Context: an optimization exercise on an open-source flow, tuned for small area, a short achievable clock period and few clock cycles. The choices shown serve that exercise and are no tape-out recipe. Only simulation tests tie the RTL to the original design; equivalence was not proved. Power figures rest on the tool's default switching activity, not on a simulated workload.

## ycbcrBlockTop
module ycbcrBlockTop (
    input  logic        clk,
    input  logic        rst_n,
    input  logic        enable,
    input  logic [63:0] dataRead,
    output logic [10:0] sramRaddr,
    output logic [10:0] sramWaddr,
    output logic [63:0] dataWrite,
    output logic        wen,
    output logic        valid
);
    logic       busy;
    logic [5:0] cnt;
    logic [2:0] phv;      
    logic [5:0] wbase;    
    logic [1:0] wph;      
    assign sramRaddr = {5'd0, cnt};
    always_ff @(posedge clk) begin
        if (!rst_n) begin
            busy <= 1'b0; cnt <= 6'd0; phv <= 3'b001;
            wen <= 1'b1; valid <= 1'b0; sramWaddr <= 11'd0;
            wbase <= 6'd0; wph <= 2'd0;
        end else begin
            valid <= 1'b0;
            phv <= {phv[1:0], phv[2]};
            if (!busy) begin
                phv <= 3'b001;
                wbase <= 6'd0; wph <= 2'd0;
                if (enable) begin busy <= 1'b1; cnt <= 6'd1; end
            end else begin
                cnt <= cnt + 6'd1;
                if (cnt >= 6'd7 && cnt < 6'd55) begin
                    wen <= 1'b0;
                    case (wph)
                        2'd0: sramWaddr <= {5'd0, wbase + 6'd0};
                        2'd1: sramWaddr <= {5'd0, wbase + 6'd1};
                        2'd2: sramWaddr <= {5'd0, wbase + 6'd2};
                        default: sramWaddr <= {5'd0, wbase};
                    endcase
                    if (wph == 2'd2) begin wph <= 2'd0; wbase <= wbase + 6'd3; end
                    else wph <= wph + 2'd1;
  ...
For scale: roughly 31000 um^2 of cells after synthesis.
export LEC_CHECK = 0
export CAP_MARGIN = 20
export CORE_MARGIN = 2
export CORE_UTILIZATION = 60
export CTS_CLUSTER_DIAMETER = 100
export CTS_CLUSTER_SIZE = 25
export SETUP_SLACK_MARGIN = 2.6
export SLEW_MARGIN = 20
create_clock -name core_clock -period 5.0 [get_ports {clk}]
standard.sh (not shown) runs the stock make flow with config.mk's settings and CLKGATE_MAP_FILE= SYNTH_SCRIPT=/design/flow/synth_recipe.tcl, a recipe that flattens the netlist after the stock synthesis.
==> flow/flow/run.sh <==
#!/bin/bash
# Standard layout, with two changes:
# - between synthesis and floorplan, fixinv.py flips full adders to remove
#   the inverter pairs that Yosys's extract_fa leaves between them (logic
#   unchanged, registers untouched);
# - the port buffers that global placement inserts are buf_2 cells.
set -euo pipefail
R=orfs/results/${FLOW_PLATFORM}/ycbcrBlockTop/base
bash standard.sh synth > synth.log 2>&1
cp $R/1_2_yosys.v $R/1_2_yosys.std.v
python3 flow/fixinv.py $R/1_2_yosys.std.v $R/1_2_yosys.v > fixinv.log 2>&1
rm -f $R/1_synth.odb $R/1_synth.sdc
bash standard.sh "BUFFER_PORTS_ARGS=-buffer_cell sky130_fd_sc_hd__buf_2" finish > layout.log 2>&1
Other scripts of this flow, unchanged in this note and not shown: flow/flow/fixinv.py
The first run passed the timing, design-rule and antenna checks.
Testbench counts at the start, summed over its fixed seeds: cycles 2,736.
Next try:
CTS_CLUSTER_DIAMETER = 80   (was 100)
CTS_CLUSTER_SIZE = 20   (was 25)
What happened:
- power went up by 0.80%
- wire length went down by 0.33%
- worst setup slack gets worse by 0.0083 ns
- synthesized cell count stays the same
- final cell count barely changes
- sequential power stays flat
- utilization decreases by 0.24 points

---

Another version of the RTL of ycbcrBlockTop (not shown whole).
Size in the first run: ~760 flip-flops, ~160 I/O pins, ~34000 sq um of cells after synthesis.
export LEC_CHECK = 0
export CAP_MARGIN = 20
export CORE_MARGIN = 2
export CORE_UTILIZATION = 40
export SETUP_SLACK_MARGIN = 1.5
export SLEW_MARGIN = 20
create_clock -name core_clock -period 5.0 [get_ports {clk}]
run.sh (not shown) runs the stock make flow with config.mk's settings and CLKGATE_MAP_FILE= SYNTH_SCRIPT=/design/flow/synth_recipe.tcl, a recipe that flattens the netlist after the stock synthesis.
Stock flow here: none of the scripts above is used.
The baseline went through all stages and came out clean.
Testbench counts at the start, summed over its fixed seeds: cycles 2,640.
Change:
- SETUP_SLACK_MARGIN: 1.5 -> not set
The changed run ran to the end with no violations.
Synthesized area does not change.
Final cell count came out lower slightly.
Combinational power drops slightly.
Die area does not change.
Clock-buffer cell count goes down by 5.
Via count fell by a few percent.
Maximum frequency shrinks by roughly a tenth.
Non-clock buffer count went down by 62.
Power rose by a few percent.
Wire length shrinks by a few percent.

---

ycbcrBlockTop, a different RTL version from the one above (not shown whole).
Size: roughly 3,300 cells after synthesis, about 160 I/O pins, ~34,000 µm² of cells after synthesis.
Design ycbcrBlockTop, start of the top module:
module ycbcrBlockTop (
    input  logic        clk,
    input  logic        rst_n,
    input  logic        enable,
    input  logic [63:0] dataRead,
    output logic [10:0] sramRaddr,
    output logic [10:0] sramWaddr,
    output logic [63:0] dataWrite,
    output logic        wen,
    output logic        valid
);
==> flow/config.mk <==
export PLATFORM = sky130hd
export DESIGN_NAME = ycbcrBlockTop
export DESIGN_NICKNAME = ycbcrBlockTop
export VERILOG_FILES = /design/flow/design.v
export SDC_FILE = /design/flow/constraint.sdc
export NUM_CORES = 4
export LEC_CHECK = 0
export ABC_AREA = 1
export CAP_MARGIN = 20
export CORE_MARGIN = 2
export CORE_UTILIZATION = 60
export CTS_CLUSTER_DIAMETER = 80
export CTS_CLUSTER_SIZE = 20
export SETUP_SLACK_MARGIN = 2.6
export SLEW_MARGIN = 20
==> flow/constraint.sdc <==
create_clock -name core_clock -period 5.0 [get_ports {clk}]
set_input_delay 1.0000 -clock core_clock [delete_from_list [all_inputs] [get_ports {clk}]]
set_output_delay 1.0000 -clock core_clock [all_outputs]
set_load 0.01 [all_outputs]
standard.sh (not shown) runs the stock make flow with config.mk's settings and CLKGATE_MAP_FILE= SYNTH_SCRIPT=/design/flow/synth_recipe.tcl, a recipe that flattens the netlist after the stock synthesis.
Scripts as last shown in full above: flow/flow/run.sh
Other scripts of this flow, unchanged in this note and not shown: flow/flow/fixinv.py
Testbench counts at the start, summed over its fixed seeds: cycles 2,736.
Change:
ABC_AREA = default   (was 1)
GPL_TIMING_DRIVEN = 0   (was default)
Result:
- wire length decreases by roughly a tenth
- synthesized cell count decreases by a quarter to a third
- via count decreases by about a fifth
- maximum frequency decreases by a few percent
- final cell count decreases by about a fifth
- setup slack degrades by 0.075 ns
- non-clock buffer count increases by 79
- power decreases by roughly a tenth
- final area decreases by a few percent
- hold slack degrades by 0.0053 ns

---

Starting RTL as in the previous note.
Settings: LEC_CHECK=0, CAP_MARGIN=20, CORE_MARGIN=2, CORE_UTILIZATION=70, CTS_CLUSTER_DIAMETER=80, CTS_CLUSTER_SIZE=20, SETUP_SLACK_MARGIN=2.6, SLEW_MARGIN=20; clock period 5.0 ns.
Scripts as last shown in full above: flow/flow/run.sh
Other scripts of this flow, unchanged in this note and not shown: flow/flow/fixinv.py
The starting point passed the timing, design-rule and antenna checks.
Testbench counts at the start, summed over its fixed seeds: cycles 2,736.
Then changed:
Settings changed: CORE_UTILIZATION 70 to 60, SETUP_SLACK_MARGIN 2.6 to 2.3.
=> Via count falls by 3.5%; clock power is about the same; power falls by 2.6%; fmax falls by 3.4%.

==> afterwards: timing with drivers on the ports <==
The flow's constraints put no driver on any port. The routed layouts listed below were extracted and timed again, unchanged, in two steps. Step 1 assumes that a clkbuf_16 drives the clock port and a buf_2 every other input. Step 2 times the ports against the registers' clock, not the clock port: input delays grow and output delays shrink by t, the midpoint of the rising clock arrivals with the driver on. Three values: ideal ports, drivers, drivers and shift; two values: the first two.
run	t, ns	setup WS [ns]	worst data-port slew with drivers (ns)
the first run of note 1	0.649	2.398 / 2.398 / 2.398	0.05
the second run of note 1	0.666	2.390 / 2.390 / 2.390	0.05
the first run of note 2	0.691	1.558 / 1.558 / 0.935	0.11
the second run of note 2	0.690	1.010 / 1.010 / 1.010	0.15
the first run of note 3	0.669	2.424 / 2.424 / 2.424	0.05
the second run of note 3	0.677	2.348 / 2.348 / 2.348	0.06
the first run of note 4	0.664	2.408 / 2.408 / 2.408	0.06
the second run of note 4	0.667	2.317 / 2.317 / 2.317	0.06
After both steps every run listed still meets setup and hold. The setup slack of the first run of note 2, which loses most, moves by 0.000 ns with the drivers and by -0.623 ns with both steps.
